Background: an optimization exercise with open tools, aiming at a short achievable clock period and few clock cycles per item. Do not read the settings as production practice.
At most, simulation tests tie the RTL to the original design; equivalence was not proved.
The RTL of runs 2 to 4 was laid out without a check of its function.

**flow/config.mk**
```make
export PLATFORM = sky130hd
export DESIGN_NAME = dual_adc_moving_average_scaler_unit
export DESIGN_NICKNAME = dual_adc_moving_average_scaler_unit
export VERILOG_FILES = /design/flow/design.v
export SDC_FILE = /design/flow/constraint.sdc
export NUM_CORES = 4
export LEC_CHECK = 0
export ABC_CLOCK_PERIOD_IN_PS = 2000
export CAP_MARGIN = 40
export CORE_MARGIN = 2
export CORE_UTILIZATION = 50
export SETUP_SLACK_MARGIN = 5
export SLEW_MARGIN = 40
```
**flow/constraint.sdc**
```tcl
create_clock -name core_clock -period 8.0 [get_ports {clk}]
set_input_delay 1.6000 -clock core_clock [delete_from_list [all_inputs] [get_ports {clk}]]
set_output_delay 1.6000 -clock core_clock [all_outputs]
set_load 0.01 [all_outputs]
```
**flow/design.v**
```verilog
`default_nettype none
package damsu_pkg;
	localparam int unsigned WINDOW_LEN  = 10;
	localparam int unsigned SAMPLE_BITS = 12;
	localparam int unsigned SUM_W       = 16;
	localparam int unsigned VREF_W  = 13;
	localparam int unsigned RATIO_W = 16;
	localparam int unsigned DROP_W  = 10;
	localparam int unsigned OFFS_W  = 10;
	localparam logic [VREF_W-1:0]  VREF_RST  = VREF_W'(3300);
	localparam logic [RATIO_W-1:0] RATIO_RST = RATIO_W'(26438);
	localparam logic [DROP_W-1:0]  DROP_RST  = DROP_W'(400);
	localparam logic [OFFS_W-1:0]  OFFS_RST  = OFFS_W'(500);
	localparam int unsigned PADDR_W   = 4;
	localparam int unsigned PDATA_W   = 32;
	localparam int unsigned REG_IDX_W = 2;
	localparam logic [REG_IDX_W-1:0] REG_VREF  = 2'd0;
	localparam logic [REG_IDX_W-1:0] REG_RATIO = 2'd1;
	localparam logic [REG_IDX_W-1:0] REG_DROP  = 2'd2;
	localparam logic [REG_IDX_W-1:0] REG_OFFS  = 2'd3;
	localparam int unsigned   BSH  = 46;
	localparam int unsigned   G_W  = 48;
	localparam int unsigned   BP_W = 64;
	localparam int unsigned   K_W  = 29;
	localparam int unsigned   ACC_W = 56;
	localparam logic [50:0]   BC   = 51'd1801879762999713;
	localparam int unsigned   TSH  = 41;
	localparam int unsigned   V_W  = 43;
	localparam int unsigned   TP_W = 59;
	localparam logic [39:0]   TC   = 40'd1099243128799;
	localparam int unsigned OUT_W      = 17;
	localparam int unsigned TEMP_MAX   = 50000;
endpackage
`default_nettype wire
`default_nettype none
import damsu_pkg::*;
module damsu_regs (
	input  wire logic               clk,
	input  wire logic               arst_n,
	input  wire logic               psel,
	input  wire logic               penable,
	input  wire logic               pwrite,
	input  wire logic [PADDR_W-1:0] paddr,
	input  wire logic [PDATA_W-1:0] pwdata,
	output logic      [PDATA_W-1:0] prdata,
	output logic                    pready,
	output logic      [VREF_W-1:0]  vref,
	output logic      [RATIO_W-1:0] ratio,
	output logic      [DROP_W-1:0]  drop,
	output logic      [OFFS_W-1:0]  offs,
	output logic                    wr_gain
);
	logic                 wen;
	logic [REG_IDX_W-1:0] idx;
	logic [VREF_W-1:0]    vref_q;
	logic [RATIO_W-1:0]   ratio_q;
	logic [DROP_W-1:0]    drop_q;
	logic [OFFS_W-1:0]    offs_q;
	logic [15:0]          rd_q;
	logic [15:0]          rd_d;
	assign wen     = psel & penable & pwrite;
	assign idx     = paddr[PADDR_W-1:2];
	assign pready  = 1'b1;
	assign wr_gain = wen & ((idx == REG_VREF) | (idx == REG_RATIO));
	always_ff @(posedge clk or negedge arst_n) begin
		if (!arst_n) begin
			vref_q  <= VREF_RST;
			ratio_q <= RATIO_RST;
			drop_q  <= DROP_RST;
			offs_q  <= OFFS_RST;
		end else if (wen) begin
			unique case (idx)
				REG_VREF:  vref_q  <= pwdata[VREF_W-1:0];
				REG_RATIO: ratio_q <= pwdata[RATIO_W-1:0];
				REG_DROP:  drop_q  <= pwdata[DROP_W-1:0];
				REG_OFFS:  offs_q  <= pwdata[OFFS_W-1:0];
			endcase
		end
	end
	always_comb begin
		unique case (idx)
			REG_VREF:  rd_d = 16'(vref_q);
			REG_RATIO: rd_d = ratio_q;
			REG_DROP:  rd_d = 16'(drop_q);
			REG_OFFS:  rd_d = 16'(offs_q);
		endcase
	end
	always_ff @(posedge clk) begin
		rd_q <= rd_d;
	end
	assign prdata = {16'd0, rd_q};
	assign vref   = vref_q;
	assign ratio  = ratio_q;
	assign drop   = drop_q;
	assign offs   = offs_q;
endmodule
`default_nettype wire
`default_nettype none
import damsu_pkg::*;
module damsu_window (
	input  wire logic                   clk,
	input  wire logic                   arst_n,
	input  wire logic                   accept,
	input  wire logic [SAMPLE_BITS-1:0] battery_sample,
	input  wire logic [SAMPLE_BITS-1:0] thermistor_sample,
	input  wire logic                   pop,
	output logic                        avail,
	output logic      [2:0]             inflight,
	output logic      [SUM_W-1:0]       bsum,
	output logic      [SUM_W-1:0]       tsum,
	output logic                        full
);
	localparam int unsigned ENT_W = 2 * SUM_W + 1;
	localparam int unsigned NQ    = 5;
	logic [SAMPLE_BITS-1:0] bring [WINDOW_LEN];
	logic [SAMPLE_BITS-1:0] tring [WINDOW_LEN];
	logic [3:0]             fill_q;
	logic                   full_ok;
	logic                   old_ok;
	logic [SAMPLE_BITS-1:0] bold;
	logic [SAMPLE_BITS-1:0] told;
	logic                   a0_q;
	logic [SAMPLE_BITS-1:0] bin0_q;
	logic [SAMPLE_BITS-1:0] tin0_q;
	logic                   full0_q;
	logic [SAMPLE_BITS-1:0] bold0_q;
	logic [SAMPLE_BITS-1:0] told0_q;
	logic                   a1_q;
	logic [SAMPLE_BITS-1:0] bin1_q;
	logic [SAMPLE_BITS-1:0] tin1_q;
	logic [SUM_W-1:0]       bdif1_q;
	logic [SUM_W-1:0]       tdif1_q;
	logic                   full1_q;
	logic                   a2_q;
	logic                   full2_q;
	logic [SUM_W-1:0]       b10_q;
	logic [SUM_W-1:0]       t10_q;
	logic [ENT_W-1:0]       ent_d;
	logic [ENT_W-1:0]       ent_q [NQ];
	logic [2:0]             cnt_q;
	logic [2:0]             cnt_d;
	logic [NQ-1:0]          wr_np;
	logic [NQ-1:0]          wr_p;
	logic [NQ-1:0]          we;
	assign full_ok = (fill_q >= 4'(WINDOW_LEN - 1));
	assign old_ok  = (fill_q >= 4'(WINDOW_LEN));
	always_comb begin
		if (!old_ok) begin
			bold = '0;
			told = '0;
		end else if (a0_q && a1_q) begin
			bold = bring[WINDOW_LEN-3];
			told = tring[WINDOW_LEN-3];
		end else if (a0_q || a1_q) begin
			bold = bring[WINDOW_LEN-2];
			told = tring[WINDOW_LEN-2];
		end else begin
			bold = bring[WINDOW_LEN-1];
			told = tring[WINDOW_LEN-1];
		end
	end
	always_ff @(posedge clk) begin
		bin0_q  <= battery_sample;
		tin0_q  <= thermistor_sample;
		full0_q <= full_ok;
		bold0_q <= bold;
		told0_q <= told;
	end
	always_ff @(posedge clk or negedge arst_n) begin
		if (!arst_n) begin
			a0_q   <= 1'b0;
			a1_q   <= 1'b0;
			a2_q   <= 1'b0;
			fill_q <= '0;
		end else begin
			a0_q <= accept;
			a1_q <= a0_q;
			a2_q <= a1_q;
			if (accept && !old_ok) begin
				fill_q <= fill_q + 4'd1;
			end
		end
	end
	always_ff @(posedge clk) begin
		bin1_q  <= bin0_q;
		tin1_q  <= tin0_q;
		bdif1_q <= SUM_W'(bin0_q) - SUM_W'(bold0_q);
		tdif1_q <= SUM_W'(tin0_q) - SUM_W'(told0_q);
		full1_q <= full0_q;
		full2_q <= full1_q;
	end
	always_ff @(posedge clk) begin
		if (a1_q) begin
			bring[0] <= bin1_q;
			tring[0] <= tin1_q;
			for (int i = 1; i < WINDOW_LEN; i++) begin
				bring[i] <= bring[i-1];
				tring[i] <= tring[i-1];
			end
		end
	end
	always_ff @(posedge clk or negedge arst_n) begin
		if (!arst_n) begin
			b10_q <= '0;
			t10_q <= '0;
		end else if (a1_q) begin
			b10_q <= b10_q + bdif1_q;
			t10_q <= t10_q + tdif1_q;
		end
	end
	assign ent_d = {b10_q, t10_q, full2_q};
	assign cnt_d = pop ? (cnt_q + 3'(a2_q) - 3'd1) : (cnt_q + 3'(a2_q));
	always_comb begin
		for (int i = 0; i < NQ; i++) begin
			wr_np[i] = a2_q && (cnt_q == 3'(i));
			wr_p[i]  = a2_q && (cnt_q == 3'(i + 1));
			we[i]    = pop ? wr_p[i] : wr_np[i];
		end
	end
	always_ff @(posedge clk) begin
		for (int i = 0; i < NQ; i++) begin
			if (we[i]) begin
				ent_q[i] <= ent_d;
			end else if (pop && i < NQ - 1) begin
				ent_q[i] <= ent_q[(i < NQ - 1) ? i + 1 : i];
			end
		end
	end
	always_ff @(posedge clk or negedge arst_n) begin
		if (!arst_n) begin
			cnt_q <= 3'd0;
		end else begin
			cnt_q <= cnt_d;
		end
	end
	assign avail    = (cnt_q != 3'd0);
	assign inflight = cnt_q + 3'(a0_q) + 3'(a1_q) + 3'(a2_q);
	assign bsum     = ent_q[0][ENT_W-1 -: SUM_W];
	assign tsum     = ent_q[0][1 +: SUM_W];
	assign full     = ent_q[0][0];
endmodule
`default_nettype wire
`default_nettype none
import damsu_pkg::*;
module damsu_cdiv (
	input  wire logic               clk,
	input  wire logic               arst_n,
	input  wire logic [VREF_W-1:0]  vref,
	input  wire logic [RATIO_W-1:0] ratio,
	input  wire logic [OFFS_W-1:0]  offs,
	input  wire logic               restart,
	output logic                    ready_nxt,
	output logic      [G_W-1:0]     g1,
	output logic      [G_W+1:0]     g3,
	output logic      [V_W-1:0]     v1,
	output logic      [V_W+1:0]     v3,
	output logic      [17:0]        noffs
);
	localparam logic [3:0] ST_READY = 4'd12;
	localparam logic [3:0] ST_DONE  = 4'd12;
	logic [3:0]       st_q;
	logic [3:0]       st_d;
	logic [14:0]      vr3_q;
	logic [13:0]      kacc_q;
	logic [3:0]       kd_q;
	logic [3:0]       rdig;
	logic [15:0]      rsh_q;
	logic [14:0]      kpa;
	logic [14:0]      kpb;
	logic [17:0]      ksum;
	logic [16:0]      mk_q;
	logic [ACC_W-1:0] tm_q;
	logic [ACC_W-1:0] tmul;
	logic [52:0]      acc_q;
	logic [ACC_W-1:0] acc_sum;
	logic [G_W+1:0]   g3_q;
	logic [25:0]      g3lo_q;
	logic [G_W-1:0]   g1d_q;
	logic [V_W-1:0]   v1_q;
	logic [18:0]      vx_q;
	logic [25:0]      vz_q;
	logic [20:0]      vx3_q;
	logic [27:0]      vz3_q;
	logic [V_W+1:0]   v3_q;
	logic [17:0]      noffs_q;
	logic [13:0]      o10_q;
	always_comb begin
		if (restart) begin
			st_d = 4'd0;
		end else if (st_q == ST_DONE) begin
			st_d = ST_DONE;
		end else begin
			st_d = st_q + 4'd1;
		end
	end
	always_ff @(posedge clk or negedge arst_n) begin
		if (!arst_n) begin
			st_q <= 4'd0;
		end else begin
			st_q <= st_d;
		end
	end
	assign ready_nxt = (st_d >= ST_READY);
	assign rdig = rsh_q[3:0];
	always_comb begin
		unique case (rdig[1:0])
			2'd0: kpa = '0;
			2'd1: kpa = 15'(vref);
			2'd2: kpa = 15'(vref) << 1;
			2'd3: kpa = vr3_q;
		endcase
		unique case (rdig[3:2])
			2'd0: kpb = '0;
			2'd1: kpb = 15'(vref);
			2'd2: kpb = 15'(vref) << 1;
			2'd3: kpb = vr3_q;
		endcase
		ksum = 18'(kacc_q) + 18'(mk_q);
	end
	always_comb begin
		unique case (kd_q)
			4'd0:  tmul = '0;
			4'd1:  tmul = ACC_W'(BC) * ACC_W'(1);
			4'd2:  tmul = ACC_W'(BC) * ACC_W'(2);
			4'd3:  tmul = ACC_W'(BC) * ACC_W'(3);
			4'd4:  tmul = ACC_W'(BC) * ACC_W'(4);
			4'd5:  tmul = ACC_W'(BC) * ACC_W'(5);
			4'd6:  tmul = ACC_W'(BC) * ACC_W'(6);
			4'd7:  tmul = ACC_W'(BC) * ACC_W'(7);
			4'd8:  tmul = ACC_W'(BC) * ACC_W'(8);
			4'd9:  tmul = ACC_W'(BC) * ACC_W'(9);
			4'd10: tmul = ACC_W'(BC) * ACC_W'(10);
			4'd11: tmul = ACC_W'(BC) * ACC_W'(11);
			4'd12: tmul = ACC_W'(BC) * ACC_W'(12);
			4'd13: tmul = ACC_W'(BC) * ACC_W'(13);
			4'd14: tmul = ACC_W'(BC) * ACC_W'(14);
			4'd15: tmul = ACC_W'(BC) * ACC_W'(15);
		endcase
	end
	assign acc_sum = ACC_W'(acc_q) + tm_q;
	always_ff @(posedge clk) begin
		vr3_q <= 15'(vref) + (15'(vref) << 1);
		mk_q <= 17'(kpa) + (17'(kpb) << 2);
		if (st_q == 4'd0) begin
			rsh_q  <= ratio;
			kacc_q <= '0;
		end else begin
			rsh_q <= rsh_q >> 4;
		end
		if (st_q >= 4'd2) begin
			kd_q   <= ksum[3:0];
			kacc_q <= ksum[17:4];
		end
		tm_q <= tmul;
		if (st_q == 4'd3) begin
			acc_q <= 53'd1 << 32;
		end else if (st_q >= 4'd4 && st_q <= 4'd11) begin
			acc_q <= 53'(acc_sum >> 4);
		end
		vx_q  <= 19'(vref) + (19'(vref) << 5);
		vz_q  <= 26'(vref) + (26'(vref) << 12);
		v1_q  <= V_W'(vx_q) + (V_W'(vz_q) << 17);
		vx3_q <= 21'(vr3_q) + (21'(vr3_q) << 5);
		vz3_q <= 28'(vr3_q) + (28'(vr3_q) << 12);
		v3_q  <= (V_W + 2)'(vx3_q) + ((V_W + 2)'(vz3_q) << 17);
		g1d_q   <= acc_q[G_W-1:0];
		g3lo_q  <= 26'(acc_q[24:0]) + 26'({acc_q[23:0], 1'b0});
		g3_q    <= {(G_W + 2 - 25)'(g1d_q[G_W-1:25]) + (G_W + 2 - 25)'(g1d_q[G_W-1:24]) + (G_W + 2 - 25)'(g3lo_q[25]),
		            g3lo_q[24:0]};
		o10_q   <= (14'(offs) << 3) + (14'(offs) << 1);
		noffs_q <= 18'd0 - 18'(o10_q);
	end
	assign g1    = acc_q[G_W-1:0];
	assign g3    = g3_q;
	assign v1    = v1_q;
	assign v3    = v3_q;
	assign noffs = noffs_q;
endmodule
`default_nettype wire
`default_nettype none
import damsu_pkg::*;
module damsu_scale (
	input  wire logic               clk,
	input  wire logic               arst_n,
	input  wire logic               en,
	input  wire logic               in_v,
	input  wire logic [SUM_W-1:0]   bsum,
	input  wire logic [SUM_W-1:0]   tsum,
	input  wire logic               full,
	input  wire logic [G_W-1:0]     g1,
	input  wire logic [G_W+1:0]     g3,
	input  wire logic [V_W-1:0]     v1,
	input  wire logic [V_W+1:0]     v3,
	input  wire logic [DROP_W-1:0]  drop,
	input  wire logic [17:0]        noffs,
	output logic                    out_v,
	output logic      [OUT_W-1:0]   out_batt,
	output logic      [OUT_W-1:0]   out_temp,
	output logic                    out_full
);
	logic [BP_W-1:0] bpp [9];
	logic [TP_W-1:0] tpp [9];
	logic [BP_W-1:0] ba [6];
	logic [BP_W-1:0] bb [4];
	logic [TP_W-1:0] ta [6];
	logic [TP_W-1:0] tb [4];
	logic [BP_W-1:0] bx_q [4];
	logic [TP_W-1:0] tx_q [4];
	logic [BP_W-1:0] bc3 [3];
	logic [TP_W-1:0] tc3 [3];
	logic [BP_W-1:0] by_q [2];
	logic [TP_W-1:0] ty_q [2];
	logic            v1_q;
	logic            f1_q;
	logic            vy_q;
	logic            fy_q;
	logic [BP_W-1:0] bs2;
	logic [BP_W-1:0] bc2;
	logic [TP_W-1:0] ts2;
	logic [TP_W-1:0] tc2;
	localparam int unsigned BLO = 23;
	localparam int unsigned TLO = 20;
	logic [BP_W-1:0] by_d [2];
	logic [TP_W-1:0] ty_d [2];
	logic [BLO:0]    bll;
	logic [TLO:0]    tll;
	logic            bcl_q;
	logic            tcl_q;
	logic [BSH-BLO+1:0] blo;
	logic [TSH-TLO+1:0] tlo;
	logic [17:0]     bh_q;
	logic            bcy_q;
	logic [17:0]     th_q;
	logic            tcy_q;
	logic            v2_q;
	logic            f2_q;
	logic [17:0]      braw;
	logic [17:0]      traw;
	logic [OUT_W-1:0] batt_d;
	logic [OUT_W-1:0] temp_d;
	logic [OUT_W-1:0] batt_q;
	logic [OUT_W-1:0] temp_q;
	logic             full_q;
	logic             ov_q;
	always_comb begin
		for (int i = 0; i < 8; i++) begin
			unique case (bsum[2*i +: 2])
				2'd0: bpp[i] = '0;
				2'd1: bpp[i] = BP_W'(g1) << (2 * i);
				2'd2: bpp[i] = BP_W'(g1) << (2 * i + 1);
				2'd3: bpp[i] = BP_W'(g3) << (2 * i);
			endcase
			unique case (tsum[2*i +: 2])
				2'd0: tpp[i] = '0;
				2'd1: tpp[i] = TP_W'(v1) << (2 * i);
				2'd2: tpp[i] = TP_W'(v1) << (2 * i + 1);
				2'd3: tpp[i] = TP_W'(v3) << (2 * i);
			endcase
		end
		bpp[8] = (BP_W'(1) << (BSH - 1)) | (BP_W'(drop) << BSH);
		tpp[8] = {noffs, 1'b0, TC};
		for (int j = 0; j < 3; j++) begin
			ba[2*j]   = bpp[3*j] ^ bpp[3*j+1] ^ bpp[3*j+2];
			ba[2*j+1] = ((bpp[3*j] & bpp[3*j+1]) | (bpp[3*j] & bpp[3*j+2]) | (bpp[3*j+1] & bpp[3*j+2])) << 1;
			ta[2*j]   = tpp[3*j] ^ tpp[3*j+1] ^ tpp[3*j+2];
			ta[2*j+1] = ((tpp[3*j] & tpp[3*j+1]) | (tpp[3*j] & tpp[3*j+2]) | (tpp[3*j+1] & tpp[3*j+2])) << 1;
		end
		for (int j = 0; j < 2; j++) begin
			bb[2*j]   = ba[3*j] ^ ba[3*j+1] ^ ba[3*j+2];
			bb[2*j+1] = ((ba[3*j] & ba[3*j+1]) | (ba[3*j] & ba[3*j+2]) | (ba[3*j+1] & ba[3*j+2])) << 1;
			tb[2*j]   = ta[3*j] ^ ta[3*j+1] ^ ta[3*j+2];
			tb[2*j+1] = ((ta[3*j] & ta[3*j+1]) | (ta[3*j] & ta[3*j+2]) | (ta[3*j+1] & ta[3*j+2])) << 1;
		end
	end
	always_ff @(posedge clk) begin
		if (en) begin
			for (int j = 0; j < 4; j++) begin
				bx_q[j] <= bb[j];
				tx_q[j] <= tb[j];
			end
			f1_q <= full;
		end
	end
	always_comb begin
		bc3[0] = bx_q[0] ^ bx_q[1] ^ bx_q[2];
		bc3[1] = ((bx_q[0] & bx_q[1]) | (bx_q[0] & bx_q[2]) | (bx_q[1] & bx_q[2])) << 1;
		bc3[2] = bx_q[3];
		tc3[0] = tx_q[0] ^ tx_q[1] ^ tx_q[2];
		tc3[1] = ((tx_q[0] & tx_q[1]) | (tx_q[0] & tx_q[2]) | (tx_q[1] & tx_q[2])) << 1;
		tc3[2] = tx_q[3];
	end
	always_comb begin
		by_d[0] = bc3[0] ^ bc3[1] ^ bc3[2];
		by_d[1] = ((bc3[0] & bc3[1]) | (bc3[0] & bc3[2]) | (bc3[1] & bc3[2])) << 1;
		ty_d[0] = tc3[0] ^ tc3[1] ^ tc3[2];
		ty_d[1] = ((tc3[0] & tc3[1]) | (tc3[0] & tc3[2]) | (tc3[1] & tc3[2])) << 1;
		bll     = (BLO + 1)'(by_d[0][BLO-1:0]) + (BLO + 1)'(by_d[1][BLO-1:0]);
		tll     = (TLO + 1)'(ty_d[0][TLO-1:0]) + (TLO + 1)'(ty_d[1][TLO-1:0]);
	end
	always_ff @(posedge clk) begin
		if (en) begin
			by_q[0] <= by_d[0];
			by_q[1] <= by_d[1];
			ty_q[0] <= ty_d[0];
			ty_q[1] <= ty_d[1];
			bcl_q   <= bll[BLO];
			tcl_q   <= tll[TLO];
			fy_q    <= f1_q;
		end
	end
	always_comb begin
		bs2 = by_q[0];
		bc2 = by_q[1];
		ts2 = ty_q[0];
		tc2 = ty_q[1];
		blo = {1'b0, bs2[BSH-1:BLO], 1'b1} + {1'b0, bc2[BSH-1:BLO], bcl_q};
		tlo = {1'b0, ts2[TSH-1:TLO], 1'b1} + {1'b0, tc2[TSH-1:TLO], tcl_q};
	end
	always_ff @(posedge clk) begin
		if (en) begin
			bcy_q <= blo[BSH-BLO+1];
			bh_q  <= bs2[BP_W-1:BSH] + bc2[BP_W-1:BSH];
			tcy_q <= tlo[TSH-TLO+1];
			th_q  <= ts2[TP_W-1:TSH] + tc2[TP_W-1:TSH];
			f2_q  <= fy_q;
		end
	end
	always_comb begin
		braw   = bh_q + 18'(bcy_q);
		traw   = th_q + 18'(tcy_q);
		batt_d = braw[17] ? OUT_W'(131071) : braw[OUT_W-1:0];
		temp_d = (!traw[17] && (traw[16:0] > OUT_W'(TEMP_MAX))) ? OUT_W'(TEMP_MAX) : traw[OUT_W-1:0];
	end
	always_ff @(posedge clk) begin
		batt_q <= (batt_q & {OUT_W{~en}}) | (batt_d & {OUT_W{en}});
		temp_q <= (temp_q & {OUT_W{~en}}) | (temp_d & {OUT_W{en}});
		full_q <= (full_q & ~en) | (f2_q & en);
	end
	always_ff @(posedge clk or negedge arst_n) begin
		if (!arst_n) begin
			v1_q <= 1'b0;
			vy_q <= 1'b0;
			v2_q <= 1'b0;
			ov_q <= 1'b0;
		end else if (en) begin
			v1_q <= in_v;
			vy_q <= v1_q;
			v2_q <= vy_q;
			ov_q <= v2_q;
		end
	end
	assign out_v    = ov_q;
	assign out_batt = batt_q;
	assign out_temp = temp_q;
	assign out_full = full_q;
endmodule
`default_nettype wire
`default_nettype none
import damsu_pkg::*;
module dual_adc_moving_average_scaler_unit (
	input  wire logic                   clk,
	input  wire logic                   arst_n,
	input  wire logic                   psel,
	input  wire logic                   penable,
	input  wire logic                   pwrite,
	input  wire logic [PADDR_W-1:0]     paddr,
	input  wire logic [PDATA_W-1:0]     pwdata,
	output logic      [PDATA_W-1:0]     prdata,
	output logic                        pready,
	input  wire logic                   in_valid,
	output logic                        in_ready,
	input  wire logic [SAMPLE_BITS-1:0] battery_sample,
	input  wire logic [SAMPLE_BITS-1:0] thermistor_sample,
	output logic                        out_valid,
	input  wire logic                   out_ready,
	output logic      [OUT_W-1:0]       battery_mv,
	output logic signed [OUT_W-1:0]     temperature_centi_c,
	output logic                        window_full
);
	logic [VREF_W-1:0]  vref;
	logic [RATIO_W-1:0] ratio;
	logic [DROP_W-1:0]  drop;
	logic [OFFS_W-1:0]  offs;
	logic               wr_gain;
	logic               cfg_ready_nxt;
	logic [G_W-1:0]     g1;
	logic [G_W+1:0]     g3;
	logic [V_W-1:0]     v1;
	logic [V_W+1:0]     v3;
	logic [17:0]        noffs;
	logic               in_ready_q;
	logic               accept;
	logic               en;
	logic               pop;
	logic               avail;
	logic [2:0]         inflight;
	logic [SUM_W-1:0]   bsum;
	logic [SUM_W-1:0]   tsum;
	logic               full;
	logic               out_v;
	logic [OUT_W-1:0]   out_batt;
	logic [OUT_W-1:0]   out_temp;
	logic               out_full;
	logic               room_nxt;
	damsu_regs u_regs (
		.clk     (clk),
		.arst_n  (arst_n),
		.psel    (psel),
		.penable (penable),
		.pwrite  (pwrite),
		.paddr   (paddr),
		.pwdata  (pwdata),
		.prdata  (prdata),
		.pready  (pready),
		.vref    (vref),
		.ratio   (ratio),
		.drop    (drop),
		.offs    (offs),
		.wr_gain (wr_gain)
	);
	damsu_cdiv u_cdiv (
		.clk       (clk),
		.arst_n    (arst_n),
		.vref      (vref),
		.ratio     (ratio),
		.offs      (offs),
		.restart   (wr_gain),
		.ready_nxt (cfg_ready_nxt),
		.g1        (g1),
		.g3        (g3),
		.v1        (v1),
		.v3        (v3),
		.noffs     (noffs)
	);
	assign en     = ~out_v | out_ready;
	assign accept = in_valid & in_ready_q;
	assign pop    = avail & en;
	damsu_window u_window (
		.clk               (clk),
		.arst_n            (arst_n),
		.accept            (accept),
		.battery_sample    (battery_sample),
		.thermistor_sample (thermistor_sample),
		.pop               (pop),
		.avail             (avail),
		.inflight          (inflight),
		.bsum              (bsum),
		.tsum              (tsum),
		.full              (full)
	);
	damsu_scale u_scale (
		.clk      (clk),
		.arst_n   (arst_n),
		.en       (en),
		.in_v     (avail),
		.bsum     (bsum),
		.tsum     (tsum),
		.full     (full),
		.g1       (g1),
		.g3       (g3),
		.v1       (v1),
		.v3       (v3),
		.drop     (drop),
		.noffs    (noffs),
		.out_v    (out_v),
		.out_batt (out_batt),
		.out_temp (out_temp),
		.out_full (out_full)
	);
	assign room_nxt = (inflight <= 3'd3)
	                | ((inflight == 3'd4) & ~(accept & ~pop))
	                | ((inflight == 3'd5) & pop & ~accept);
	always_ff @(posedge clk) begin
		in_ready_q <= cfg_ready_nxt & room_nxt;
	end
	assign in_ready            = in_ready_q;
	assign out_valid           = out_v;
	assign battery_mv          = out_batt;
	assign temperature_centi_c = $signed(out_temp);
	assign window_full         = out_full;
endmodule
`default_nettype wire
```
**flow/run.sh**
```bash
#!/bin/bash
# synth_recipe.tcl (not shown) runs the flow's synth.tcl, then flattens the netlist and writes it again
# the make line also repeats each setting of config.mk as NAME=value (left out here)
make -C /OpenROAD-flow-scripts/flow DESIGN_CONFIG=/design/flow/config.mk WORK_HOME=/design/flow/orfs CLKGATE_MAP_FILE= SYNTH_SCRIPT=/design/flow/synth_recipe.tcl finish
```
==> reports/metrics.csv, run 1 <==
stage,metric,value,unit
worst_setup_path,kind of cell adding the most delay to the critical path,flip-flops,
final_layout,"commonest cells after routing, fill and taps aside","1,073 x edfxtp_1, 896 x mux2_2, 679 x inv_1, 568 x fa_1",
place,number of port buffers,101,
worst_setup_path,"Buf+Inv Stages, Crit Path",1,
sta,Worst Max-Slew Pin Slew,0.916,ns
final_layout,Sequential Area,45700,um2
final_layout,fill count,16000,
sta,setup_tns,0,ns
yosys,largest area contributor in the netlist,edfxtp_1,
place,dpl cells,10300,
sta,Final setup viols,0,
final_layout,share of cells above drive strength 1,21.4,%
global_routing,largest net degree at the start of global routing,107,
yosys,Syn Area/Cell,12.5,um2
global_routing,vias in the first global route,65000,
yosys,YS warnings,22,
sta,skew final,0.0550,ns
detailed_routing,WL final,250,mm
floorplan,# rows,162,
sta,fmax,0.332,GHz
cts,CTS H-tree lvls,4,
global_routing,initial antenna violation count,7,
yosys,Yosys reg bits,1711,
yosys,"top cells by area, synth","edfxtp_1 33%, fa_1 12%, dfxtp_1 11%",
job,max cap viols,0,
global_routing,global-route wire length before repair,379,mm
floorplan,IO Pins,137,
floorplan,Die H,448,um
yosys,Synth top area share,32.7,%
final_layout,P&R area growth vs syn,12.8,%
worst_setup_path,"critical path, cell by cell",buf_6,
min_path,HP Class,register to register,
yosys,"Seq/Total Area, Yosys",46.2,%
yosys,async set-or-reset flop fraction in the synthesized netlist,5.79,%
global_routing,total global routing track utilization,24.3,%
min_path,Worst Min Path Start,u_cdiv.g3lo_q[1],
detailed_routing,Avg WL per Cell,23.3,um
worst_setup_path,max incr delay on CP,0.43,ns
floorplan,Initial Utilization,50.4,%
status,status,timing/DRC/antenna clean,
floorplan,Die Wd,448,um
detailed_routing,number of vias in the routed layout,63500,
worst_setup_path,critical path launch point,in_ready_q,
yosys,top_reg_cell synth,edfxtp_1,
detailed_routing,via density per instance,5.91,
worst_setup_path,Worst Path Arrival,1.41,ns
place,HPWL after DPL,162,mm
worst_setup_path,reg2reg start,u_scale.th_q[0],
cts,CTS tree,built,
global_routing,"Remaining Overflow, GRT",0,
sta,RSZ-0062 raised after global routing,yes,
yosys,synthesized cell area,98500,um2
cts,Worst-path clk slew,0.06,ns
cts,clock buffer count from CTS,184,
sta,Final Cycle Share,37.6,%
worst_setup_path,"critical path fanouts, max",2,
floorplan,total die area,200000,um2
worst_setup_path,Startpoint Class,register,
worst_setup_path,Setup Crit Path Kind,register to output pin,
detailed_routing,Post-DRT Antenna Nets,0,
cts,Clock Sinks,1711,
cts,Worst-Skew Late Latency,0.85,ns
detailed_routing,post-route DRC violation count,0,
final_layout,net count reported at finish,9098,
sta,Final Slew Violations,0,
final_layout,final non-filler cell total,10700,
place,routability cong.,0.861,
worst_setup_path,Crit. End Element,output pin,
yosys,Yosys cell types,91,
sta,Max-Slew Margin vs Limit,38.9,%
sta,Tmin final,3.01,ns
floorplan,core area,195000,um2
cts,CTS root buf,clkbuf_16,
cts,"Hold-fix buffers, CTS",0,
final_layout,"commonest non-fill, non-tap cell in the layout",edfxtp_1,
detailed_routing,drt first pass iters,5,
cts,maximum clock insertion buffer count,3,
detailed_routing,drt initial violations,5107,
worst_setup_path,CP max stage cell,dfxtp_4,
yosys,Cells after Synth,7894,
sta,final hold violation count,0,
worst_setup_path,Critical Path RT,6.40,ns
final_layout,area occupied by multi-input gates,49600,um2
yosys,"EDFF count, synth",1073,
[flip-flops by register name (all words and copies together) (netlist names), 50 cells and up, named ones only]
name / count
u_window.bring: 120
u_scale.by_q: 82
u_scale.bx_q: 213
u_cdiv.g3_q: 50
u_window.tring: 120
u_window.ent_q: 165
u_scale.ty_q: 78
u_scale.tx_q: 199
u_cdiv.acc_q: 52
[timing repair]
action	in CTS	in global routing
gates cloned	4	15
gates resized for setup	449	169
setup endpoints to repair	927	480
buffers inserted	53	53
pin swaps	20	54
[Yosys cell counts (15+ instances only)]
library cell	count
a211oi_1	72
a21boi_0	26
a21o_1	90
a21oi_1	199
a22o_1	469
a22oi_1	267
a31oi_1	29
and2_1	24
and3_1	69
buf_1	53
buf_4	19
clkbuf_1	390
dfrtp_1	76
dfstp_2	23
dfxtp_1	539
edfxtp_1	1073
fa_1	571
ha_1	506
inv_1	684
mux2_2	918
mux2i_1	77
nand2_1	273
nand2b_1	37
nand3_1	114
nand4_1	46
nor2_1	263
nor2b_1	114
nor3_1	72
o211ai_1	25
o21a_1	32
o21ai_0	198
o21bai_1	20
or3_1	15
xnor2_1	212
xor2_1	90
[stage by stage]
stage | setup WS (ns) | utilization (%) | area [um2] | hold slack (ns)
CTS | 4.89 | 56.1 | 110000 | 0.310
floorplan | 3.21 | - | 98800 | 0.310
global placement | 3.27 | 52.2 | 102000 | 0.310
detailed placement | 3.13 | 52.3 | 102000 | 0.312
finish | 4.99 | 56.8 | 111000 | 0.318
global route | 4.83 | 56.8 | 111000 | 0.328
[kinds of logic after synthesis]
family	after synthesis	share of synthesized area, %
DFF	1711	46.2
xor gates and xnor gates	302	2.69
and+or+nand+nor	1088	5.43
buffers and inverters	1153	4.48
muxes	1005	11.5
other	2	0.00763
adders and majority gates	1077	18.0
AOI/OAI and AO/OA	1556	11.6
[final cells by class]
| class | count | area share, % |
|---|---|---|
| well taps | 2624 | 2.96 |
| repair buffers | 325 | 3.17 |
| diodes | 3 | 0.00676 |
| clock buffers | 255 | 4.75 |
| clock inverters | 93 | 0.863 |
| multi-input cells | 5046 | 44.7 |
| flip-flops and latches | 1711 | 41.2 |
| repair inverters | 2 | 0.0180 |
| inverters | 684 | 2.34 |
[path summary, 6_finish.rpt]
check	end	slack [ns]	cells past startpoint
worst min-delay path	u_cdiv.g3_q[1]	0.32	0
min in group asynchronous	u_scale.v1_q	0.71	1
max in group asynchronous	u_regs.vref_q[1]	6.16	2
worst min register to register	u_cdiv.g3_q[1]	0.32	0
worst max-delay path	in_ready	4.99	1
worst max register to register	register	5.01	16
[routing by layer]
layer	vias to the layer above	GRT usage, %	wire length (um)
met3	579	4.17	17200
li1	28800	-	-
met1	31700	33.0	108000
met4	2	7.98	7700
met2	2398	39.5	117000
met5	-	0	52
Testbench counts, summed over its fixed seeds: cycles 3,264, items 3,200.
==> run 2: changes to the inputs <==
--- a/flow/design.v
+++ b/flow/design.v
@@ -258,5 +258,5 @@
 );
 	localparam logic [3:0] ST_READY = 4'd12;
-	localparam logic [3:0] ST_DONE  = 4'd12;
+	localparam logic [3:0] ST_DONE  = 4'd13;
 	logic [3:0]       st_q;
 	logic [3:0]       st_d;
@@ -270,4 +270,6 @@
 	logic [17:0]      ksum;
 	logic [16:0]      mk_q;
+	logic [14:0]      kpa_q;
+	logic [14:0]      kpb_q;
 	logic [ACC_W-1:0] tm_q;
 	logic [ACC_W-1:0] tmul;
@@ -276,4 +278,5 @@
 	logic [G_W+1:0]   g3_q;
 	logic [25:0]      g3lo_q;
+	logic [G_W+1-24:0] g3hi;
 	logic [G_W-1:0]   g1d_q;
 	logic [V_W-1:0]   v1_q;
@@ -339,7 +342,10 @@
 	end
 	assign acc_sum = ACC_W'(acc_q) + tm_q;
+	assign g3hi = {1'b0, g1d_q[G_W-1:25], 1'b1} + {2'b0, g1d_q[G_W-1:24], g3lo_q[25]};
 	always_ff @(posedge clk) begin
 		vr3_q <= 15'(vref) + (15'(vref) << 1);
-		mk_q <= 17'(kpa) + (17'(kpb) << 2);
+		kpa_q <= kpa;
+		kpb_q <= kpb;
+		mk_q  <= 17'(kpa_q) + (17'(kpb_q) << 2);
 		if (st_q == 4'd0) begin
 			rsh_q  <= ratio;
@@ -348,12 +354,12 @@
 			rsh_q <= rsh_q >> 4;
 		end
-		if (st_q >= 4'd2) begin
+		if (st_q >= 4'd3) begin
 			kd_q   <= ksum[3:0];
 			kacc_q <= ksum[17:4];
 		end
 		tm_q <= tmul;
-		if (st_q == 4'd3) begin
+		if (st_q == 4'd4) begin
 			acc_q <= 53'd1 << 32;
-		end else if (st_q >= 4'd4 && st_q <= 4'd11) begin
+		end else if (st_q >= 4'd5 && st_q <= 4'd12) begin
 			acc_q <= 53'(acc_sum >> 4);
 		end
@@ -366,6 +372,5 @@
 		g1d_q   <= acc_q[G_W-1:0];
 		g3lo_q  <= 26'(acc_q[24:0]) + 26'({acc_q[23:0], 1'b0});
-		g3_q    <= {(G_W + 2 - 25)'(g1d_q[G_W-1:25]) + (G_W + 2 - 25)'(g1d_q[G_W-1:24]) + (G_W + 2 - 25)'(g3lo_q[25]),
-		            g3lo_q[24:0]};
+		g3_q    <= {g3hi[G_W+1-25+1:1], g3lo_q[24:0]};
 		o10_q   <= (14'(offs) << 3) + (14'(offs) << 1);
 		noffs_q <= 18'd0 - 18'(o10_q);
@@ -419,6 +424,6 @@
 	logic [TP_W-1:0] ts2;
 	logic [TP_W-1:0] tc2;
-	localparam int unsigned BLO = 23;
-	localparam int unsigned TLO = 20;
+	localparam int unsigned BLO = 20;
+	localparam int unsigned TLO = 18;
 	logic [BP_W-1:0] by_d [2];
 	logic [TP_W-1:0] ty_d [2];
@@ -671,6 +676,10 @@
 	                | ((inflight == 3'd4) & ~(accept & ~pop))
 	                | ((inflight == 3'd5) & pop & ~accept);
-	always_ff @(posedge clk) begin
-		in_ready_q <= cfg_ready_nxt & room_nxt;
+	always_ff @(posedge clk or negedge arst_n) begin
+		if (!arst_n) begin
+			in_ready_q <= 1'b0;
+		end else begin
+			in_ready_q <= cfg_ready_nxt & room_nxt;
+		end
 	end
 	assign in_ready            = in_ready_q;
--- a/flow/config.mk
+++ b/flow/config.mk
@@ -7,7 +7,7 @@
 export LEC_CHECK = 0
 export ABC_CLOCK_PERIOD_IN_PS = 2000
-export CAP_MARGIN = 40
+export CAP_MARGIN = 20
 export CORE_MARGIN = 2
 export CORE_UTILIZATION = 50
 export SETUP_SLACK_MARGIN = 5
-export SLEW_MARGIN = 40
+export SLEW_MARGIN = 20
==> run 2 against run 1 <==
Still clean. Synthesized area increased by 0.56%. Clock skew increased by 0.0054 ns. Count of clock-buffer cells in the layout increased by 7. Hold slack got worse by 0.0056 ns. Global-route usage decreased by 0.91 points. Final cell count decreased by 0.33%. Cell area about the same. Die area increased by 0.55%. Worst setup slack got worse by 0.13 ns. Synthesized cell count decreased by 0.16%. Largest cell class unchanged.
==> reports/metrics.csv, run 2 <==
stage,metric,value,unit,change
yosys,synthesized cell area,99000,um2,"was 98,500 um2"
detailed_routing,post-route DRC violation count,0,,unchanged
yosys,top_reg_cell synth,edfxtp_1,,unchanged
sta,Worst Max-Slew Pin Slew,1.16,ns,was 0.916 ns
cts,CTS root buf,clkbuf_16,,unchanged
final_layout,largest registers,"u_scale.bx_q: 213 flops, u_scale.tx_q: 199 flops, u_window.ent_q: 165 flops",,unchanged
min_path,Hold Crit Depth,0,,unchanged
final_layout,fin area,111000,um2,about the same
yosys,"Seq/Total Area, Yosys",46.9,%,was 46.2%
cts,maximum clock insertion buffer count,3,,unchanged
worst_setup_path,Startpoint Class,register,,unchanged
detailed_routing,WL final,240,mm,was 250 mm
min_path,HP Class,register to register,,unchanged
sta,Tmin final,3.14,ns,was 3.01 ns
detailed_routing,drt initial violations,4724,,"was 5,107"
detailed_routing,Avg WL per Cell,22.4,um,was 23.3 um
yosys,Syn Area/Cell,12.6,um2,was 12.5 um2
sta,Max-Slew Margin vs Limit,22.8,%,was 38.9%
sta,Final Cycle Share,39.2,%,was 37.6%
worst_setup_path,Setup Crit Path Kind,register to output pin,,unchanged
job,max cap viols,0,,unchanged
min_path,Worst Min Path Start,u_cdiv.g3lo_q[10],,was u_cdiv.g3lo_q[1]
sta,final hold violation count,0,,unchanged
yosys,Synth top area share,32.8,%,was 32.7%
detailed_routing,number of vias in the routed layout,62800,,"was 63,500"
yosys,"top cells by count, synth","1,083 x edfxtp_1, 924 x mux2_2, 643 x inv_1, 570 x fa_1, 568 x dfxtp_1",,"was 1,073 x edfxtp_1, 918 x mux2_2, 684 x inv_1, 571 x fa_1, 539 x dfxtp_1"
worst_setup_path,"critical path fanouts, max",2,,unchanged
worst_setup_path,max incr delay on CP,0.51,ns,was 0.43 ns
worst_setup_path,"critical path, cell by cell",buf_6,,unchanged
global_routing,largest net degree at the start of global routing,206,,was 107
cts,"Hold-fix buffers, CTS",0,,unchanged
sta,skew final,0.0604,ns,was 0.0550 ns
place,dpl cell area,102000,um2,about the same
yosys,YS warnings,22,,unchanged
floorplan,core area,197000,um2,"was 195,000 um2"
detailed_routing,via density per instance,5.86,,was 5.91
yosys,Cells after Synth,7881,,"was 7,894"
worst_setup_path,Worst Path Arrival,1.54,ns,was 1.41 ns
cts,CTS tree,built,,unchanged
yosys,"count leader, synth",edfxtp_1,,unchanged
min_path,Hold Path Sink,u_cdiv.g3_q[10],,was u_cdiv.g3_q[1]
worst_setup_path,Crit. End Element,output pin,,unchanged
floorplan,IO Pins,137,,unchanged
sta,fmax,0.319,GHz,was 0.332 GHz
cts,Clock Sinks,1751,,"was 1,711"
yosys,Yosys reg bits,1751,,"was 1,711"
worst_setup_path,kind of cell adding the most delay to the critical path,flip-flops,,unchanged
global_routing,"Remaining Overflow, GRT",0,,unchanged
global_routing,initial antenna violation count,5,,was 7
worst_setup_path,R2R Path End,u_cdiv.g3_q[48],,
final_layout,P&R area growth vs syn,12.2,%,was 12.8%
floorplan,total die area,202000,um2,"was 200,000 um2"
final_layout,fill count,16200,,"was 16,000"
worst_setup_path,CP max stage cell,dfrtp_2,,was dfxtp_4
cts,clock buffer count from CTS,189,,was 184
yosys,"top cells by area, synth","edfxtp_1 33%, fa_1 12%, dfxtp_1 11%",,unchanged
cts,CTS H-tree lvls,4,,unchanged
sta,Final Slew Violations,0,,unchanged
global_routing,vias in the first global route,64800,,"was 65,000"
floorplan,# rows,163,,was 162
status,status,timing/DRC/antenna clean,,unchanged
cts,Worst-path clk slew,0.06,ns,about the same
worst_setup_path,flop-to-flop setup slack,4.89,ns,was 5.01 ns
worst_setup_path,"Buf+Inv Stages, Crit Path",1,,unchanged
sta,final worst slack,4.86,ns,was 4.99 ns
worst_setup_path,Critical Path RT,6.40,ns,about the same
floorplan,Die Wd,449,um,was 448 um
final_layout,share of cells above drive strength 1,21.8,%,was 21.4%
place,HPWL after DPL,160,mm,was 162 mm
yosys,"EDFF count, synth",1083,,"was 1,073"
place,Placement Setup Slack,3.31,ns,was 3.13 ns
detailed_routing,drt first pass iters,6,,was 5
final_layout,max reg flops,213,,unchanged
yosys,Yosys cell types,79,,was 91
final_layout,"commonest cells after routing, fill and taps aside","1,083 x edfxtp_1, 922 x mux2_2, 638 x inv_1, 570 x fa_1, 510 x dfxtp_1",,"was 1,073 x edfxtp_1, 896 x mux2_2, 679 x inv_1, 568 x fa_1"
final_layout,net count reported at finish,9034,,"was 9,098"
place,number of port buffers,101,,unchanged
sta,setup_tns,0,ns,unchanged
detailed_routing,Post-DRT Antenna Nets,0,,unchanged
sta,RSZ-0062 raised after global routing,yes,,unchanged
place,routability cong.,0.850,,was 0.861
final_layout,Top reg by flops,u_scale.bx_q,,unchanged
final_layout,"commonest non-fill, non-tap cell in the layout",edfxtp_1,,unchanged
worst_setup_path,Worst Reg2Reg Path Length in Cells,10,,was 16
floorplan,Die H,449,um,was 448 um
yosys,async set-or-reset flop fraction in the synthesized netlist,5.71,%,was 5.79%
cts,Worst-Skew Late Latency,0.87,ns,was 0.85 ns
global_routing,global-route wire length before repair,374,mm,was 379 mm
final_layout,final core occ,56.4,%,was 56.8%
global_routing,total global routing track utilization,23.4,%,was 24.3%
yosys,largest area contributor in the netlist,edfxtp_1,,unchanged
worst_setup_path,reg2reg start,u_cdiv.g1d_q[28],,was u_scale.th_q[0]
sta,Final setup viols,0,,unchanged
floorplan,Initial Utilization,50.3,%,was 50.4%
-- run 2: how the worst max path moves through the flow --
| stage | startpoint | to | slack [ns] | cells past startpoint |
|---|---|---|---|---|
| 6_report | in_ready_q | in_ready | 4.86 | 1 |
| 3_5_place_dp | out_ready | u_scale.th_q[14] | 3.31 | 5 |
| 2_1_floorplan | out_ready | u_window.ent_q[3][10] | 3.16 | 8 |
| 4_1_cts | in_ready_q | in_ready | 4.77 | 1 |
| 3_3_place_gp | out_ready | u_scale.th_q[14] | 3.34 | 5 |
| 5_1_grt | u_cdiv.g1d_q[28] | u_cdiv.g3_q[48] | 4.80 | 10 |
-- run 2: logic make-up after synthesis --
logic type | Yosys count | share of synthesized area, %
compound gates | 1586 | 11.7
other cells | 2 | 0.00759
buf+inv | 1117 | 4.30
mux | 993 | 11.3
simple gates | 1050 | 5.19
xor+xnor | 308 | 2.72
flops | 1751 | 46.9
fa+ha+maj | 1074 | 17.9
-- run 2: per-layer routing --
layer  vias to the layer above  GRT usage (%)  share of wire [%]
met5                         -              0                  0
met1                     31400           32.2                 44
met2                      2159           37.5                 47
met3                       494           3.89                6.3
met4                         0           8.06                3.0
li1                      28700              -                  -
-- run 2: repair_timing --
item,in CTS,in global routing
pin swaps,48,65
cloned,5,2
buffers inserted,38,47
setup endpoints to repair,1115,566
resized for setup,447,163
-- run 2: through the flow --
stage                     hold slack (ns)  std cells
after global placement              0.310      10200
final                               0.313      10700
after floorplan                     0.310       7896
after global routing                0.314      10700
after CTS                           0.310      10700
after detailed placement            0.312      10300
-- run 2: worst reg2reg max path, stage by stage (launching register included) --
cell	delay [ns]
dfxtp_2	0.35
ha_4	0.20
a21o_1	0.17
or3_1	0.32
o221a_1	0.24
o32a_1	0.35
a221o_2	0.45
a311oi_4	0.34
nor3_2	0.09
o21a_1	0.19
a311o_1	0.28
-- run 2: final cells by class --
type / instances / area, um2 / area share (%)
Clock inverter: 98 / 1220 / 1.10
Antenna cell: 6 / 15.0 / 0.0135
Clock buffer: 262 / 5490 / 4.94
Timing Repair inverter: 1 / 11.3 / 0.0101
Tap cell: 2640 / 3300 / 2.97
Timing Repair Buffer: 275 / 2540 / 2.28
Sequential cell: 1751 / 46600 / 42.0
Inverter: 643 / 2450 / 2.21
Multi-Input combinational cell: 5032 / 49500 / 44.5
==> run 3: changes to the inputs <==
--- a/flow/config.mk
+++ b/flow/config.mk
@@ -9,5 +9,5 @@
 export CAP_MARGIN = 20
 export CORE_MARGIN = 2
-export CORE_UTILIZATION = 50
+export CORE_UTILIZATION = 55
 export SETUP_SLACK_MARGIN = 5
 export SLEW_MARGIN = 20
==> run 3 against run 2 <==
Still clean on timing, DRC and antenna. Synthesized area is the same. Via count grew 1.5%. Clock skew shrank 0.010 ns. Hold slack gained 0.011 ns. Register-to-register slack is essentially flat. Sequential share of layout area grew 0.11 points. Wire length grew 4.4%. Largest cell class unchanged.
==> reports/metrics.csv, run 3 <==
stage,metric,value,unit,change
yosys,xor/xnor share of the synthesized area,2.72,%,unchanged
yosys,Yosys cell types,79,,unchanged
job,max cap viols,0,,unchanged
worst_setup_path,Crit. End Element,register,,was output pin
worst_setup_path,Worst Reg2Reg Path Length in Cells,10,,unchanged
detailed_routing,drt initial violations,4925,,"was 4,724"
detailed_routing,drt first pass iters,6,,unchanged
floorplan,Initial Utilization,55.4,%,was 50.3%
sta,skew final,0.0502,ns,was 0.0604 ns
sta,RSZ-0062 raised after global routing,yes,,unchanged
floorplan,IO Pins,137,,unchanged
sta,fmax,0.320,GHz,was 0.319 GHz
sta,Final Cycle Share,39.0,%,was 39.2%
yosys,Cells after Synth,7881,,unchanged
min_path,Worst Min Path Start,u_cdiv.g3lo_q[9],,was u_cdiv.g3lo_q[10]
yosys,"top cells by count, synth","1,083 x edfxtp_1, 924 x mux2_2, 643 x inv_1, 570 x fa_1, 568 x dfxtp_1",,unchanged
detailed_routing,post-route DRC violation count,0,,unchanged
cts,CTS root buf,clkbuf_16,,unchanged
place,number of port buffers,101,,unchanged
worst_setup_path,Startpoint Class,register,,unchanged
global_routing,initial antenna violation count,4,,was 5
global_routing,largest net degree at the start of global routing,229,,was 206
floorplan,total die area,183000,um2,"was 202,000 um2"
final_layout,final non-filler cell total,10400,,"was 10,700"
cts,clock buffer count from CTS,187,,was 189
worst_setup_path,"critical path fanouts, max",2,,unchanged
sta,setup_tns,0,ns,unchanged
yosys,"count leader, synth",edfxtp_1,,unchanged
final_layout,net count reported at finish,9044,,"was 9,034"
detailed_routing,Avg WL per Cell,24.1,um,was 22.4 um
detailed_routing,via density per instance,6.11,,was 5.86
floorplan,Die H,428,um,was 449 um
yosys,Yosys reg bits,1751,,unchanged
worst_setup_path,Critical Path RT,8.67,ns,was 6.40 ns
worst_setup_path,R2R Path End,u_cdiv.g3_q[48],,unchanged
final_layout,Sequential Area,46600,um2,unchanged
detailed_routing,Post-DRT Antenna Nets,0,,unchanged
yosys,post-synthesis adder-cell area fraction,17.9,%,unchanged
cts,Worst-Skew Late Latency,0.84,ns,was 0.87 ns
min_path,HP Class,register to register,,unchanged
sta,final hold violation count,0,,unchanged
worst_setup_path,flop-to-flop setup slack,4.88,ns,was 4.89 ns
cts,CTS tree,built,,unchanged
cts,Clock Sinks,1751,,unchanged
final_layout,"commonest cells after routing, fill and taps aside","1,083 x edfxtp_1, 922 x mux2_2, 638 x inv_1, 570 x fa_1, 510 x dfxtp_1",,unchanged
floorplan,core area,179000,um2,"was 197,000 um2"
yosys,"top cells by area, synth","edfxtp_1 33%, fa_1 12%, dfxtp_1 11%",,unchanged
yosys,largest area contributor in the netlist,edfxtp_1,,unchanged
yosys,YS warnings,22,,unchanged
yosys,mux cell area share after synthesis,11.3,%,unchanged
detailed_routing,number of vias in the routed layout,63700,,"was 62,800"
yosys,Syn Area/Cell,12.6,um2,unchanged
global_routing,total global routing track utilization,26.7,%,was 23.4%
final_layout,share of cells above drive strength 1,21.4,%,was 21.8%
worst_setup_path,reg2reg start,u_cdiv.g1d_q[29],,was u_cdiv.g1d_q[28]
floorplan,Die Wd,428,um,was 449 um
place,dpl cells,9971,,"was 10,300"
sta,Worst Max-Slew Pin Slew,1.07,ns,was 1.16 ns
final_layout,largest registers,"u_scale.bx_q: 213 flops, u_scale.tx_q: 199 flops, u_window.ent_q: 165 flops",,unchanged
place,HPWL after DPL,161,mm,was 160 mm
yosys,complex-gate fraction of the synthesized area,11.7,%,unchanged
yosys,Synth top area share,32.8,%,unchanged
min_path,Hold Crit Depth,0,,unchanged
global_routing,vias in the first global route,65600,,"was 64,800"
cts,CTS H-tree lvls,4,,unchanged
floorplan,# rows,155,,was 163
yosys,"Seq/Total Area, Yosys",46.9,%,unchanged
worst_setup_path,Setup Crit Path Kind,register to register,,was register to output pin
sta,Tmin final,3.12,ns,was 3.14 ns
final_layout,"commonest non-fill, non-tap cell in the layout",edfxtp_1,,unchanged
sta,Final Slew Violations,0,,unchanged
yosys,async set-or-reset flop fraction in the synthesized netlist,5.71,%,unchanged
sta,Final setup viols,0,,unchanged
final_layout,P&R area growth vs syn,11.9,%,was 12.2%
cts,maximum clock insertion buffer count,3,,unchanged
yosys,top_reg_cell synth,edfxtp_1,,unchanged
global_routing,global-route wire length before repair,386,mm,was 374 mm
yosys,simple logic cell fraction of the synthesized area,5.19,%,unchanged
worst_setup_path,Worst Path Arrival,3.79,ns,was 1.54 ns
place,routability cong.,0.856,,was 0.850
final_layout,area occupied by multi-input gates,49400,um2,"was 49,500 um2"
final_layout,max reg flops,213,,unchanged
status,status,timing/DRC/antenna clean,,unchanged
final_layout,Top reg by flops,u_scale.bx_q,,unchanged
yosys,"EDFF count, synth",1083,,unchanged
detailed_routing,WL final,251,mm,was 240 mm
cts,Worst-path clk slew,0.06,ns,about the same
final_layout,fill count,13900,,"was 16,200"
sta,hold_ws,0.324,ns,was 0.313 ns
sta,Max-Slew Margin vs Limit,28.9,%,was 22.8%
global_routing,"Remaining Overflow, GRT",0,,unchanged
yosys,main combinational cell family by area after synthesis,adder cells,,unchanged
yosys,synthesized cell area,99000,um2,unchanged
min_path,Hold Path Sink,u_cdiv.g3_q[9],,was u_cdiv.g3_q[10]
-- run 3: cell counts after synthesis --
No cell type changed its count.
-- run 3: per-layer routing --
metal	track usage, %	part of all wire, %
met1	36.4	43
met3	4.91	7.1
met4	9.29	3.3
met5	0	0.0040
met2	43.2	47
-- run 3: how the worst max path moves through the flow --
stage / from / end / slack [ns] / cells past startpoint
6_report: u_cdiv.g1d_q[29] / u_cdiv.g3_q[48] / 4.88 / 10
2_1_floorplan: out_ready / u_window.ent_q[3][10] / 3.16 / 8
3_3_place_gp: out_ready / u_scale.by_q[1][34] / 3.22 / 5
5_1_grt: u_cdiv.g1d_q[29] / u_cdiv.g3_q[48] / 4.76 / 10
3_5_place_dp: out_ready / u_scale.by_q[1][34] / 3.16 / 5
4_1_cts: in_ready_q / in_ready / 4.80 / 1
-- run 3: kinds of logic (layout without fill, tap and decap cells) --
| group | after synthesis | after routing |
|---|---|---|
| flip-flops | 1751 | 1751 |
| AO/OA/AOI/OAI | 1586 | 1586 |
| buffers and inverters | 1117 | 1282 |
| adder cells (fa/ha/maj) | 1074 | 1074 |
| AND/OR/NAND/NOR | 1050 | 1051 |
| multiplexers | 993 | 993 |
| XOR/XNOR | 308 | 308 |
| other | 2 | 21 |
-- run 3: worst max-delay path: stages (launching register included) --
cell      delay, ns
dfxtp_2        0.34
ha_4           0.24
a21o_1         0.17
or3_1          0.30
o221a_1        0.24
o32a_1         0.33
a221o_1        0.42
a311oi_2       0.38
nor3_2         0.09
o21a_1         0.19
a311o_1        0.28
-- run 3: layout make-up --
cell class | instances | area share (%)
diodes | 4 | 0.00903
clock buffers | 277 | 4.96
clock inverters | 71 | 0.759
inverters | 643 | 2.20
multi-input cells | 5029 | 44.6
flip-flops and latches | 1751 | 42.1
well taps | 2355 | 2.66
repair buffers | 288 | 2.71
repair inverters | 3 | 0.0237
-- run 3: timing repair --
| item | 4_1_cts | 5_1_grt |
|---|---|---|
| setup endpoints to repair | 1238 | 433 |
| pin swaps | 35 | 49 |
| cloned | 6 | 8 |
| setup buffers | 31 | 50 |
| resized for setup | 483 | 169 |
| hold buffers | 0 | 0 |
| endpoints found under the hold margin | 0 | 0 |
-- run 3: stage by stage --
step / instance area, um2 / worst slack, ns / util (%)
finish: 111000 / 4.88 / 62.0
global route: 111000 / 4.76 / 62.0
CTS: 110000 / 4.80 / 61.3
detailed placement: 102000 / 3.16 / 57.2
global placement: 102000 / 3.22 / 57.2
floorplan: 99200 / 3.16 / -
==> run 4: changes to the inputs <==
--- a/flow/design.v
+++ b/flow/design.v
@@ -676,10 +676,6 @@
 	                | ((inflight == 3'd4) & ~(accept & ~pop))
 	                | ((inflight == 3'd5) & pop & ~accept);
-	always_ff @(posedge clk or negedge arst_n) begin
-		if (!arst_n) begin
-			in_ready_q <= 1'b0;
-		end else begin
-			in_ready_q <= cfg_ready_nxt & room_nxt;
-		end
+	always_ff @(posedge clk) begin
+		in_ready_q <= cfg_ready_nxt & room_nxt;
 	end
 	assign in_ready            = in_ready_q;
--- a/flow/config.mk
+++ b/flow/config.mk
@@ -9,5 +9,5 @@
 export CAP_MARGIN = 20
 export CORE_MARGIN = 2
-export CORE_UTILIZATION = 55
+export CORE_UTILIZATION = 50
 export SETUP_SLACK_MARGIN = 5
 export SLEW_MARGIN = 20
==> run 4 against run 3 <==
Still clean. Largest cell class unchanged. Highest routed layer unchanged. Synthesized cell count unchanged. First-iteration DRC count rose by 0.89%. Register-to-register slack about the same.
==> reports/metrics.csv, run 4 <==
stage,metric,value,unit,change
worst_setup_path,R2R Path End,u_cdiv.g3_q[48],,unchanged
cts,clock buffer count from CTS,189,,was 187
final_layout,net count reported at finish,9033,,"was 9,044"
floorplan,core area,197000,um2,"was 179,000 um2"
min_path,Worst Min Path Start,u_cdiv.g3lo_q[14],,was u_cdiv.g3lo_q[9]
yosys,"count leader, synth",edfxtp_1,,unchanged
place,number of port buffers,101,,unchanged
min_path,Hold Path Sink,u_cdiv.g3_q[14],,was u_cdiv.g3_q[9]
status,status,timing/DRC/antenna clean,,unchanged
detailed_routing,drt first pass iters,6,,unchanged
final_layout,Top reg by flops,u_scale.bx_q,,unchanged
place,HPWL after DPL,160,mm,was 161 mm
job,max cap viols,0,,unchanged
yosys,"Seq/Total Area, Yosys",46.9,%,about the same
sta,Final Cycle Share,39.0,%,about the same
yosys,Yosys reg bits,1751,,unchanged
sta,RSZ-0062 raised after global routing,yes,,unchanged
detailed_routing,Post-DRT Antenna Nets,0,,unchanged
worst_setup_path,"Buf+Inv Stages, Crit Path",0,,unchanged
global_routing,total global routing track utilization,23.6,%,was 26.7%
worst_setup_path,flop-to-flop setup slack,4.88,ns,about the same
worst_setup_path,CP max stage cell,a221o_1,,unchanged
place,routability cong.,0.850,,was 0.856
yosys,"EDFF count, synth",1083,,unchanged
worst_setup_path,Worst Path Arrival,3.82,ns,was 3.79 ns
final_layout,P&R area growth vs syn,12.2,%,was 11.9%
global_routing,global-route wire length before repair,377,mm,was 386 mm
sta,final hold violation count,0,,unchanged
cts,CTS tree,built,,unchanged
global_routing,largest net degree at the start of global routing,163,,was 229
yosys,top_reg_cell synth,edfxtp_1,,unchanged
sta,Final setup viols,0,,unchanged
detailed_routing,WL final,242,mm,was 251 mm
final_layout,final non-filler cell total,10700,,"was 10,400"
yosys,synthesized cell area,99000,um2,about the same
yosys,Syn Area/Cell,12.6,um2,about the same
final_layout,max reg flops,213,,unchanged
floorplan,Initial Utilization,50.2,%,was 55.4%
worst_setup_path,max incr delay on CP,0.37,ns,was 0.42 ns
yosys,"top cells by area, synth","edfxtp_1 33%, fa_1 12%, dfxtp_1 12%",,"was edfxtp_1 33%, fa_1 12%, dfxtp_1 11%"
sta,hold_ws,0.324,ns,about the same
floorplan,Die Wd,449,um,was 428 um
final_layout,"commonest cells after routing, fill and taps aside","1,083 x edfxtp_1, 922 x mux2_2, 638 x inv_1, 569 x fa_1, 509 x dfxtp_1",,"was 1,083 x edfxtp_1, 922 x mux2_2, 638 x inv_1, 570 x fa_1, 510 x dfxtp_1"
detailed_routing,M1 WL,106,mm,was 108 mm
yosys,Cells after Synth,7881,,unchanged
worst_setup_path,Crit. End Element,register,,unchanged
cts,CTS root buf,clkbuf_16,,unchanged
min_path,HP Class,register to register,,unchanged
detailed_routing,number of vias in the routed layout,62600,,"was 63,700"
cts,maximum clock insertion buffer count,3,,unchanged
worst_setup_path,reg2reg start,u_cdiv.g1d_q[29],,unchanged
sta,skew final,0.0676,ns,was 0.0502 ns
global_routing,initial antenna violation count,8,,was 4
detailed_routing,via density per instance,5.85,,was 6.11
detailed_routing,Avg WL per Cell,22.6,um,was 24.1 um
worst_setup_path,Startpoint Class,register,,unchanged
global_routing,"Remaining Overflow, GRT",0,,unchanged
worst_setup_path,Worst Reg2Reg Path Length in Cells,10,,unchanged
place,dpl cells,10300,,"was 9,971"
cts,Worst-path clk slew,0.05,ns,was 0.06 ns
min_path,Hold Crit Depth,0,,unchanged
global_routing,vias in the first global route,64700,,"was 65,600"
floorplan,Die H,449,um,was 428 um
floorplan,total die area,202000,um2,"was 183,000 um2"
final_layout,"commonest non-fill, non-tap cell in the layout",edfxtp_1,,unchanged
sta,Tmin final,3.12,ns,about the same
detailed_routing,metal3 WL,14.0,mm,was 17.7 mm
yosys,"top cells by count, synth","1,083 x edfxtp_1, 924 x mux2_2, 643 x inv_1, 570 x fa_1, 569 x dfxtp_1",,"was 1,083 x edfxtp_1, 924 x mux2_2, 643 x inv_1, 570 x fa_1, 568 x dfxtp_1"
sta,setup_tns,0,ns,unchanged
yosys,Yosys cell types,79,,unchanged
detailed_routing,top layer in use,met5,,unchanged
sta,fmax,0.320,GHz,about the same
cts,Worst-Skew Late Latency,0.86,ns,was 0.84 ns
detailed_routing,met2 wire length,116,mm,was 117 mm
yosys,Synth top area share,32.9,%,was 32.8%
worst_setup_path,Setup Crit Path Kind,register to register,,unchanged
final_layout,largest registers,"u_scale.bx_q: 213 flops, u_scale.tx_q: 199 flops, u_window.ent_q: 165 flops",,unchanged
sta,Max-Slew Margin vs Limit,25.1,%,was 28.9%
detailed_routing,post-route DRC violation count,0,,unchanged
cts,CTS H-tree lvls,4,,unchanged
detailed_routing,drt initial violations,4969,,"was 4,925"
cts,"Hold-fix buffers, CTS",0,,unchanged
yosys,YS warnings,22,,unchanged
yosys,async set-or-reset flop fraction in the synthesized netlist,5.65,%,was 5.71%
sta,Final Slew Violations,0,,unchanged
worst_setup_path,"critical path, cell by cell",ha_4 > a21o_1 > or3_1 > o221a_4 > o32a_1 > a221o_1 > a311oi_2 > nor3_2 > o21a_1 > a311o_1,,was ha_4 > a21o_1 > or3_1 > o221a_1 > o32a_1 > a221o_1 > a311oi_2 > nor3_2 > o21a_1 > a311o_1
yosys,largest area contributor in the netlist,edfxtp_1,,unchanged
worst_setup_path,"critical path fanouts, max",2,,unchanged
floorplan,IO Pins,137,,unchanged
sta,Worst Max-Slew Pin Slew,1.12,ns,was 1.07 ns
worst_setup_path,kind of cell adding the most delay to the critical path,compound AO/OA/AOI/OAI gates,,unchanged
cts,Clock Sinks,1751,,unchanged
floorplan,# rows,163,,was 155
worst_setup_path,Critical Path RT,8.70,ns,was 8.67 ns
final_layout,share of cells above drive strength 1,21.4,%,about the same
==> run 4: changes by cell type in the layout (fill, tap and decap cells not counted), sizes merged, moves of 2 or more <==
cell      before  now
nor2         248  250
clkinv        45   66
clkbuf       292  255
buf          225  217
bufinv        11   23
inv          652  648
clkinvlp       9   18
==> run 4: cell type report <==
| cell class | count | area [um2] |
|---|---|---|
| antenna | 4 | 10.0 |
| clock buffer | 247 | 5160 |
| clock inverter | 111 | 1490 |
| fill | 16300 | 85900 |
| inverter | 643 | 2450 |
| multi-input combinational | 5032 | 49500 |
| sequential | 1751 | 46600 |
| tap | 2640 | 3300 |
| timing repair buffer | 274 | 2550 |
| timing repair inverter | 1 | 11.3 |
==> run 4: how the worst max path moves through the flow <==
stage | from | end | slack (ns) | cells past startpoint
6_report | u_cdiv.g1d_q[29] | u_cdiv.g3_q[48] | 4.88 | 10
5_1_grt | u_cdiv.g1d_q[29] | u_cdiv.g3_q[48] | 4.81 | 10
4_1_cts | u_cdiv.g1d_q[29] | u_cdiv.g3_q[48] | 4.89 | 10
3_5_place_dp | out_ready | u_window.ent_q[3][21] | 3.52 | 7
3_3_place_gp | out_ready | u_window.ent_q[3][17] | 3.59 | 7
2_1_floorplan | out_ready | u_window.ent_q[3][10] | 3.16 | 8
==> run 4: logic make-up after synthesis <==
logic type / Yosys count / share of synthesized area, %
xor+xnor: 308 / 2.72
other cells: 2 / 0.00759
buf+inv: 1117 / 4.30
mux: 993 / 11.3
flops: 1751 / 46.9
fa+ha+maj: 1074 / 17.9
compound gates: 1586 / 11.7
simple gates: 1050 / 5.19
==> run 4: timing repair <==
action | 4_1_cts | 5_1_grt
buffers inserted | 33 | 44
gates cloned | 5 | 3
setup endpoints to repair | 1180 | 446
pin swaps | 39 | 52
gates resized for setup | 441 | 188
==> run 4: metrics by stage <==
step	setup WS, ns	cell area [um2]	util [%]
floorplan	3.16	99200	-
global placement	3.59	103000	52.0
detailed placement	3.52	103000	52.0
CTS	4.89	110000	55.8
global route	4.81	111000	56.4
finish	4.88	111000	56.4
==> run 4: layer usage <==
layer  global-route usage, %  vias up
li1                        -    28700
met1                    32.0    31400
met2                    39.0     1973
met3                    3.68      489
met4                    7.55        2
met5                       0        -

[static timing again, ports no longer ideal]
No port has a modelled driver above. Below, the same layouts with a new extraction and two added sets of constraints.
Step 1 sets driving cells, clkbuf_16 on the clock port and buf_2 on the other inputs (assumed; they add their load-dependent delay and slew).
Step 2 times the ports against the registers' clock, not the clock port: input delays grow and output delays shrink by t, the midpoint of the rising clock arrivals with the driver on.
Slacks: no drivers / after step 1 / after step 2; pairs: no drivers / after step 1.
run | shift t [ns] | slack for setup (ns) | latest minus earliest clock arrival (ns) | slew at the worst register clock pin (ns)
run 1 | 0.916 | 4.992 / 4.897 / 4.177 | 0.062 / 0.062 | 0.06 / 0.06
run 2 | 0.922 | 4.864 / 4.778 / 4.148 | 0.062 / 0.063 | 0.07 / 0.07
run 3 | 0.901 | 4.876 / 4.802 / 4.186 | 0.052 / 0.051 | 0.07 / 0.07
run 4 | 0.908 | 4.878 / 4.878 / 4.094 | 0.068 / 0.069 | 0.07 / 0.07
After both steps setup and hold are still met in every run listed. For run 1, which loses most, drivers alone change the setup slack by -0.095 ns; drivers and shift together by -0.815 ns.
